This is an optimization exercise on Yosys and OpenROAD, whose aim is small area, a short achievable clock period and few clock cycles per item, not a production implementation.
The RTL was checked by simulation tests, not by an equivalence proof against the original design.
Power is estimated from default activity; no workload was simulated.

--- run.sh ---
#!/bin/bash
# synth_recipe.tcl (not shown) runs the flow's synth.tcl, then flattens the netlist and writes it again
# the make line also repeats each setting of config.mk as NAME=value (left out here)
make -C /OpenROAD-flow-scripts/flow DESIGN_CONFIG=/design/flow/config.mk WORK_HOME=/design/flow/orfs CLKGATE_MAP_FILE= SYNTH_SCRIPT=/design/flow/synth_recipe.tcl finish
--- constraint.sdc ---
create_clock -name core_clock -period 7.0 [get_ports {clk}]
set_input_delay 1.4000 -clock core_clock [delete_from_list [all_inputs] [get_ports {clk}]]
set_output_delay 1.4000 -clock core_clock [all_outputs]
set_load 0.01 [all_outputs]
--- design.v ---
`timescale 1ns / 1ps
package sfomd_pkg;
  localparam int unsigned FRAME_KEPT = 7;
  localparam logic [7:0]  END_BYTE   = 8'h80;
  localparam logic [6:0]  SUM_MASK   = 7'h7f;
  localparam logic [7:0]  SPEED_OFFS = 8'd255;
  localparam logic [7:0]  DIV_CONST  = 8'd255;
  localparam logic [15:0] DUTY_MAX   = 16'hffff;
  localparam logic [1:0]  CFG_PWM_PERIOD    = 2'd0;
  localparam logic [1:0]  CFG_ROTATION_GAIN = 2'd1;
  localparam logic [1:0]  CFG_BRAKE_BELOW   = 2'd2;
  localparam logic [15:0] PWM_PERIOD_RST    = 16'd1473;
  localparam logic [2:0]  ROTATION_GAIN_RST = 3'd1;
  localparam logic [7:0]  BRAKE_BELOW_RST   = 8'd50;
  localparam logic [1:0]  LAST_WHEEL = 2'd3;
  typedef struct packed {
    logic [7:0] rx_byte;
  } in_word_t;
  typedef struct packed {
    logic [1:0]  motor_index;
    logic        forward_pin;
    logic        reverse_pin;
    logic [15:0] duty;
    logic        status_led;
    logic        last;
  } out_word_t;
  typedef enum logic [2:0] {
    ST_IDLE,
    ST_CHECK,
    ST_MIX,
    ST_MUL,
    ST_WAIT,
    ST_EMIT
  } sfomd_state_t;
  typedef enum logic [1:0] {
    DU_IDLE,
    DU_DIV,
    DU_DONE
  } du_state_t;
endpackage
`timescale 1ns / 1ps
module sfomd_duty
(
  input  logic        clk,
  input  logic        rst_n,
  input  logic        start,
  input  logic [15:0] period,
  input  logic [12:0] mag,
  output logic        done,
  output logic [15:0] duty
);
  sfomd_pkg::du_state_t   state_r, state_nxt;
  logic [28:0] rem_r, rem_nxt;
  logic [20:0] quo_r, quo_nxt;
  logic [20:0] fold;
  logic        rem_small;
  assign fold      = rem_r[28:8];
  assign rem_small = (fold == '0);
  always_comb begin
    state_nxt = state_r;
    case (state_r)
      sfomd_pkg::DU_IDLE: if (start) state_nxt = sfomd_pkg::DU_DIV;
      sfomd_pkg::DU_DIV:  if (rem_small) state_nxt = sfomd_pkg::DU_DONE;
      sfomd_pkg::DU_DONE: state_nxt = sfomd_pkg::DU_IDLE;
      default: state_nxt = sfomd_pkg::DU_IDLE;
    endcase
  end
  always_comb begin
    rem_nxt = rem_r;
    quo_nxt = quo_r;
    case (state_r)
      sfomd_pkg::DU_IDLE: begin
        rem_nxt = {13'd0, period} * {16'd0, mag};
        quo_nxt = '0;
      end
      sfomd_pkg::DU_DIV: begin
        if (rem_small) begin
          if (rem_r[7:0] == sfomd_pkg::DIV_CONST) quo_nxt = quo_r + 21'd1;
        end else begin
          quo_nxt = quo_r + fold;
          rem_nxt = {21'd0, rem_r[7:0]} + {8'd0, fold};
        end
      end
      default: ;
    endcase
  end
  always_ff @(posedge clk) begin
    if (!rst_n) begin
      state_r <= sfomd_pkg::DU_IDLE;
    end else begin
      state_r <= state_nxt;
    end
  end
  always_ff @(posedge clk) begin
    rem_r <= rem_nxt;
    quo_r <= quo_nxt;
  end
  assign done = (state_r == sfomd_pkg::DU_DONE);
  assign duty = (quo_r[20:16] != '0) ? sfomd_pkg::DUTY_MAX : quo_r[15:0];
endmodule
`timescale 1ns / 1ps
module serial_frame_to_omni_motor_drive
#(
  parameter int unsigned WRAP_SLOTS = 33
) (
  input  logic                   clk,
  input  logic                   rst_n,
  input  logic                   in_valid,
  output logic                   in_ready,
  input  logic [7:0]             in_data,
  output logic                   out_valid,
  input  logic                   out_ready,
  output logic [1:0]             out_motor_index,
  output logic                   out_forward_pin,
  output logic                   out_reverse_pin,
  output logic [15:0]            out_duty,
  output logic                   out_status_led,
  output logic                   out_last,
  input  logic                   cfg_we,
  input  logic [1:0]             cfg_index,
  input  logic [15:0]            cfg_data
);
  logic [15:0] period_r;
  logic [2:0]  gain_r;
  logic [7:0]  brake_r;
  logic [7:0]  frame_r [sfomd_pkg::FRAME_KEPT];
  logic [5:0]  pos_r;
  logic [6:0]  pos_inc;
  logic        led_r;
  sfomd_pkg::sfomd_state_t state_r, state_nxt;
  logic [1:0]   wheel_r;
  logic signed [13:0] turn_r;
  logic [12:0]  mag_r;
  logic         neg_r;
  logic         brake_flag_r;
  logic [15:0]  duty_r;
  logic         out_valid_r;
  sfomd_pkg::out_word_t    out_word_r;
  logic accept, check_ok, do_mix, du_start, du_done, emit, out_free;
  logic [15:0] du_duty;
  logic [9:0]  sum6;
  logic signed [10:0] vx, vy, rot, base;
  logic signed [14:0] turn_prod;
  logic signed [13:0] vel;
  logic [13:0] vel_abs;
  assign sum6 = 10'(frame_r[0]) + 10'(frame_r[1]) + 10'(frame_r[2])
              + 10'(frame_r[3]) + 10'(frame_r[4]) + 10'(frame_r[5]);
  assign check_ok = (frame_r[6] == {1'b0, sum6[6:0] & sfomd_pkg::SUM_MASK});
  assign vx  = $signed({1'b0, frame_r[2], 2'b00}) - $signed({3'b000, sfomd_pkg::SPEED_OFFS});
  assign vy  = $signed({1'b0, frame_r[3], 2'b00}) - $signed({3'b000, sfomd_pkg::SPEED_OFFS});
  assign rot = $signed({1'b0, frame_r[4], 2'b00}) - $signed({3'b000, sfomd_pkg::SPEED_OFFS});
  assign turn_prod = $signed({1'b0, gain_r}) * rot;
  always_comb begin
    case (wheel_r)
      2'd0:    base = vx;
      2'd1:    base = vy;
      2'd2:    base = -vx;
      default: base = -vy;
    endcase
  end
  assign vel     = {{3{base[10]}}, base} + turn_r;
  assign vel_abs = vel[13] ? 14'(-vel) : 14'(vel);
  assign pos_inc  = {1'b0, pos_r} + 7'd1;
  assign out_free = !out_valid_r || out_ready;
  always_comb begin
    state_nxt = state_r;
    case (state_r)
      sfomd_pkg::ST_IDLE:  if (accept && in_data == sfomd_pkg::END_BYTE) state_nxt = sfomd_pkg::ST_CHECK;
      sfomd_pkg::ST_CHECK: state_nxt = check_ok ? sfomd_pkg::ST_MIX : sfomd_pkg::ST_IDLE;
      sfomd_pkg::ST_MIX:   state_nxt = sfomd_pkg::ST_MUL;
      sfomd_pkg::ST_MUL:   state_nxt = sfomd_pkg::ST_WAIT;
      sfomd_pkg::ST_WAIT:  if (du_done) state_nxt = sfomd_pkg::ST_EMIT;
      sfomd_pkg::ST_EMIT: begin
        if (out_free) state_nxt = (wheel_r == sfomd_pkg::LAST_WHEEL) ? sfomd_pkg::ST_IDLE : sfomd_pkg::ST_MIX;
      end
      default:  state_nxt = sfomd_pkg::ST_IDLE;
    endcase
  end
  always_comb begin
    in_ready = 1'b0;
    do_mix      = 1'b0;
    du_start    = 1'b0;
    emit        = 1'b0;
    case (state_r)
      sfomd_pkg::ST_IDLE: in_ready = 1'b1;
      sfomd_pkg::ST_MIX:  do_mix      = 1'b1;
      sfomd_pkg::ST_MUL:  du_start    = 1'b1;
      sfomd_pkg::ST_EMIT: emit        = out_free;
      default: ;
    endcase
  end
  assign accept = in_valid && in_ready;
  always_ff @(posedge clk) begin
    if (!rst_n) begin
      state_r     <= sfomd_pkg::ST_IDLE;
      out_valid_r <= 1'b0;
      period_r    <= sfomd_pkg::PWM_PERIOD_RST;
      gain_r      <= sfomd_pkg::ROTATION_GAIN_RST;
      brake_r     <= sfomd_pkg::BRAKE_BELOW_RST;
      pos_r       <= '0;
      led_r       <= 1'b0;
      wheel_r     <= '0;
      for (int i = 0; i < sfomd_pkg::FRAME_KEPT; i++) frame_r[i] <= '0;
    end else begin
      state_r <= state_nxt;
      if (cfg_we) begin
        case (cfg_index)
          sfomd_pkg::CFG_PWM_PERIOD:    period_r <= cfg_data;
          sfomd_pkg::CFG_ROTATION_GAIN: gain_r   <= cfg_data[2:0];
          sfomd_pkg::CFG_BRAKE_BELOW:   brake_r  <= cfg_data[7:0];
          default: ;
        endcase
      end
      if (accept) begin
        if (pos_r < 6'(sfomd_pkg::FRAME_KEPT)) frame_r[pos_r[2:0]] <= in_data;
        if (in_data == sfomd_pkg::END_BYTE || pos_inc >= 7'(WRAP_SLOTS)) begin
          pos_r <= '0;
        end else begin
          pos_r <= pos_inc[5:0];
        end
      end
      if (state_r == sfomd_pkg::ST_CHECK && check_ok) begin
        led_r   <= !led_r;
        wheel_r <= '0;
      end else if (emit) begin
        wheel_r <= wheel_r + 2'd1;
      end
      if (emit) begin
        out_valid_r <= 1'b1;
      end else if (out_ready) begin
        out_valid_r <= 1'b0;
      end
    end
  end
  always_ff @(posedge clk) begin
    if (state_r == sfomd_pkg::ST_CHECK) turn_r <= turn_prod[13:0];
    if (do_mix) begin
      mag_r        <= vel_abs[12:0];
      neg_r        <= vel[13];
      brake_flag_r <= (vel_abs < {6'd0, brake_r});
    end
    if (du_done) duty_r <= du_duty;
    if (emit) begin
      out_word_r.motor_index <= wheel_r;
      out_word_r.forward_pin <= brake_flag_r || !neg_r;
      out_word_r.reverse_pin <= brake_flag_r || neg_r;
      out_word_r.duty        <= duty_r;
      out_word_r.status_led  <= led_r;
      out_word_r.last        <= (wheel_r == sfomd_pkg::LAST_WHEEL);
    end
  end
  sfomd_duty u_duty (
    .clk    (clk),
    .rst_n  (rst_n),
    .start  (du_start),
    .period (period_r),
    .mag    (mag_r),
    .done   (du_done),
    .duty   (du_duty)
  );
  assign out_valid       = out_valid_r;
  assign out_motor_index = out_word_r.motor_index;
  assign out_forward_pin = out_word_r.forward_pin;
  assign out_reverse_pin = out_word_r.reverse_pin;
  assign out_duty        = out_word_r.duty;
  assign out_status_led  = out_word_r.status_led;
  assign out_last        = out_word_r.last;
endmodule
--- config.mk ---
export PLATFORM = sky130hd
export DESIGN_NAME = serial_frame_to_omni_motor_drive
export DESIGN_NICKNAME = serial_frame_to_omni_motor_drive
export VERILOG_FILES = /design/flow/design.v
export SDC_FILE = /design/flow/constraint.sdc
export NUM_CORES = 4
export LEC_CHECK = 0
export CAP_MARGIN = 20
export CORE_MARGIN = 2
export CORE_UTILIZATION = 40
export SLEW_MARGIN = 20
==> summary.md <==
| Metric | Value |
|---|---|
| Die area | `50200 um^2` |
| Worst Slack Setup Final | `0.656 ns` |
| DRC | `0` |
| Std-Cell Rows | `80` |
| Syn avg cell area | `9.62 um^2` |
| CP Cell Sequence | `and2_1 > fa_1 > inv_1 > fa_1 > inv_1 > fa_1 > fa_1 > inv_1 > fa_1 > inv_1 > ha_1 > o21a_1 > o21ai_0 > nor2b_1 > a211oi_1 > o21ai_1 > a31oi_1 > o21a_1 > or3_1 > and3_1` |
| Hold_sp | `duty_r[11]` |
| YS warnings | `2` |
| Slew @ Worst Pin | `1.08 ns` |
| PD cells | `213 nW/um^2` |
| Min Tclk post-route | `6.34 ns` |
| R2R depth | `20` |
| Synthesized area | `19400 um^2` |
| Hold endpoint | `out_word_r[13]` |
| Total grt overflow | `0` |
| FF-to-FF setup slack | `0.66 ns` |
| Layout area overhead | `9.59%` |
| Antenna cell count | `0` |
| Cells after DPL | `2611` |
| First-pass GRT wire length | `70.7 mm` |
| Pin count of the biggest net entering global routing | `60` |
| Detailed-route via count | `13400` |
| Nets | `2400` |
| Final Hold Viols | `0` |
| Hold Crit Depth | `0` |
| TNS Setup | `0 ns` |
| Post-Syn Instances | `2015` |
| GRT Util Overall | `0.174` |
| Final HPWL DP | `33.8 mm` |
| Wire length per cell | `15.9 um` |
| Synth unique cells | `69` |
| Vias in the first global route | `13900` |
| Final Cycle Share | `0.906` |
| Seq/Total Area, Yosys | `0.303` |
| Placement Cell Area | `20500 um^2` |
| CP arrival | `6.62 ns` |
| Mapped Nets | `2393` |
| Worst vdd ir | `0.000172 V` |
| Final wirelength | `42.2 mm` |
| Worst endpoint required time | `7.28 ns` |
| Skew-Pair Late Insertion Delay | `0.53 ns` |
| Max FO, Critical Path | `16` |
| Crit path max-delay cell type | `edfxtp_1` |
| Worst min path class | `reg -> reg` |
| Antenna viol nets, final | `0` |
| Via/cell ratio | `5.06` |
| Fin cells | `2655` |
| Worst reg2reg startpoint | `mag_r[2]` |
| IO buf count | `54` |
| H-tree depth | `1` |
| # resized after CTS | `0` |
| Starting Density | `0.406` |
| Most used flip-flop cell after synthesis | `edfxtp_1` |
| Io pins | `55` |
| Post-CTS Setup Inserts | `0` |
| Total CTS buffers | `24` |
| Largest stage delay on the critical path | `0.59 ns` |
| DR iter-0 viols | `608` |
| # clock sinks | `212` |
| RSZ-0062 raised after global routing | `false` |
| CP Launch Type | `flop` |
| # setup viols final | `0` |
| Final Max Slew Viols | `0` |
| GP Congestion | `0.852` |
| Hold_buf cts | `0` |
| CTS tree | `built` |
| Max-slew headroom | `0.279` |
| Number of synthesized flops with an enable pin | `162` |
| Post-route cell area | `21200 um^2` |
| Max Cap Violations | `0` |
| CTS Root Cell | `clkbuf_16` |
| Most frequent CP cell | `fa_1` |
| Reg-to-reg endpoint | `u_duty.rem_r[26]` |
| Leak | `9.68 nW` |
| Fmax | `158 MHz` |
| Drt pass-1 iters | `5` |
| Crit path capture type | `flop` |
| Die Ht | `224 um` |
| Core Region | `47700 um^2` |
| Initial antenna violation count | `0` |
| Clock Skew | `0.0119 ns` |
| Pre-CTS setup slack | `0.735 ns` |
| Die Span X | `224 um` |
| Post-synth ARST share | `0` |
| Overall Power | `0.00453 W` |
| Max Root-Sink Buffers | `3` |
| Share of cells above drive strength 1 | `0.0417` |
| Status | `no timing/DRC/antenna violations` |
| Synth Register Bits | `212` |
| Clock slew at reported path FFs | `0.06 ns` |
| CP Class | `reg -> reg` |
[sequential cells by signal (all words and copies together) (netlist names)]
signal,cells
brake_flag_r,1
brake_r,8
duty_r,16
frame_r,53
gain_r,3
led_r,1
mag_r,13
neg_r,1
out_valid_r,1
out_word_r,22
period_r,16
pos_r,6
state_r,3
turn_r,14
u_duty.quo_r,21
u_duty.rem_r,29
u_duty.state_r,2
wheel_r,2
[worst max-delay path, delay by kind of cell, from the launching register on]
kind | cells | cell delay, ns
adders and majority gates | 6 | 2.85
DFF | 1 | 0.59
and+or+nand+nor | 4 | 1.01
AOI/OAI and AO/OA | 6 | 1.43
buffers and inverters | 4 | 0.21
[metrics by stage]
step / hold slack (ns) / util
finish: 0.417 / 0.445
global route: 0.427 / 0.445
CTS: 0.416 / 0.445
detailed placement: 0.405 / 0.428
global placement: 0.402 / 0.428
floorplan: 0.400 / -
[cells in the final DEF (no fill, tap or decap), types with 17 or more instances in the layout]
cell type / instances
inv_1: 323
nand2_1: 227
fa_1: 189
edfxtp_1: 162
ha_1: 158
and2_1: 138
nor2_1: 109
a21oi_1: 80
xnor2_1: 70
clkdlybuf4s50_1: 53
dfxtp_1: 50
o21ai_0: 49
xor2_1: 38
nor2b_1: 32
nor3_1: 28
clkbuf_16: 25
a21o_1: 22
or3_1: 22
mux2i_1: 20
a21boi_0: 19
nand3_1: 17
[how the worst max path moves through the flow]
stage / start / endpoint / slack (ns)
floorplan: mag_r[3] / u_duty.rem_r[26] / 1.26
global placement: mag_r[3] / u_duty.rem_r[26] / 0.83
detailed placement: mag_r[2] / u_duty.rem_r[26] / 0.74
CTS: mag_r[2] / u_duty.rem_r[26] / 0.72
global route: mag_r[2] / u_duty.rem_r[26] / 0.40
finish: mag_r[2] / u_duty.rem_r[26] / 0.66
[layout make-up]
class                           instances  area [um^2]
Tap cell                              615          769
Clock buffer                           32          682
Inverter                              324         1220
Fill cell                            4458        26500
Sequential cell                       212         5870
Timing Repair Buffer                   64          611
Multi-Input combinational cell       1396        12000
Clock inverter                         12          113
[power breakdown]
group | internal (W) | switching, W | total [W]
Clock | 0.000757 | 0.000509 | 0.00127
Sequential | 0.00148 | 0.000116 | 0.00160
Combinational | 0.000727 | 0.000943 | 0.00167
Total | 0.00296 | 0.00157 | 0.00453
[cell families (layout without fill, tap and decap cells)]
group                    Yosys count  in the layout  synth area share
AND/OR/NAND/NOR                  656            656             0.170
buffers and inverters            407            432            0.0803
adder cells (fa/ha/maj)          347            347             0.297
AO/OA/AOI/OAI                    253            253            0.0836
flip-flops                       212            212             0.303
XOR/XNOR                         109            109            0.0496
multiplexers                      31             31            0.0167
[cell usage after synthesis (28+ instances only)]
master | n | area, um^2
nor2_1 | 109 | 409
fa_1 | 189 | 3780
o21ai_0 | 49 | 245
nor2b_1 | 33 | 206
dfxtp_1 | 50 | 1000
ha_1 | 158 | 1980
and2_1 | 138 | 863
nand2_1 | 227 | 852
xor2_1 | 38 | 333
clkbuf_1 | 73 | 274
a21oi_1 | 80 | 400
inv_1 | 324 | 1220
edfxtp_1 | 162 | 4860
nor3_1 | 28 | 140
xnor2_1 | 70 | 613
[per-layer routing]
layer	GRT usage	up-vias	wire, um
li1	-	6574	-
met1	0.231	6548	19200
met2	0.303	249	20500
met3	0.0235	56	1750
met4	0.0385	0	771
met5	0	-	0
Testbench counts, summed over its fixed seeds: cycles 14,305, frames 384.

## afterwards: timing with drivers on the ports
In the flow no input, the clock included, has a driving cell. The finished layout below was timed again as built, in two steps. Step 1 sets driving cells, clkbuf_16 on the clock port and buf_2 on the other inputs (assumed; they add their load-dependent delay and slew). Step 2 adds t to the input delays and takes it off the output delays; t is the mean of the earliest and latest rising clock arrival at the registers after step 1. Input paths then give back, and output paths get back, about the clock's delay inside the block. a / b / c = ideal / step 1 / step 2; a / b = the first two.
shift t [ns]: 0.573
setup slack, ns: 0.656 / 0.656 / 0.656
worst setup path at the end: register to register
worst data-port slew with drivers (ns): 0.06
After both steps setup and hold are still met in this run. The setup slack of this run moves by 0.000 ns with the drivers and by 0.000 ns with both steps.
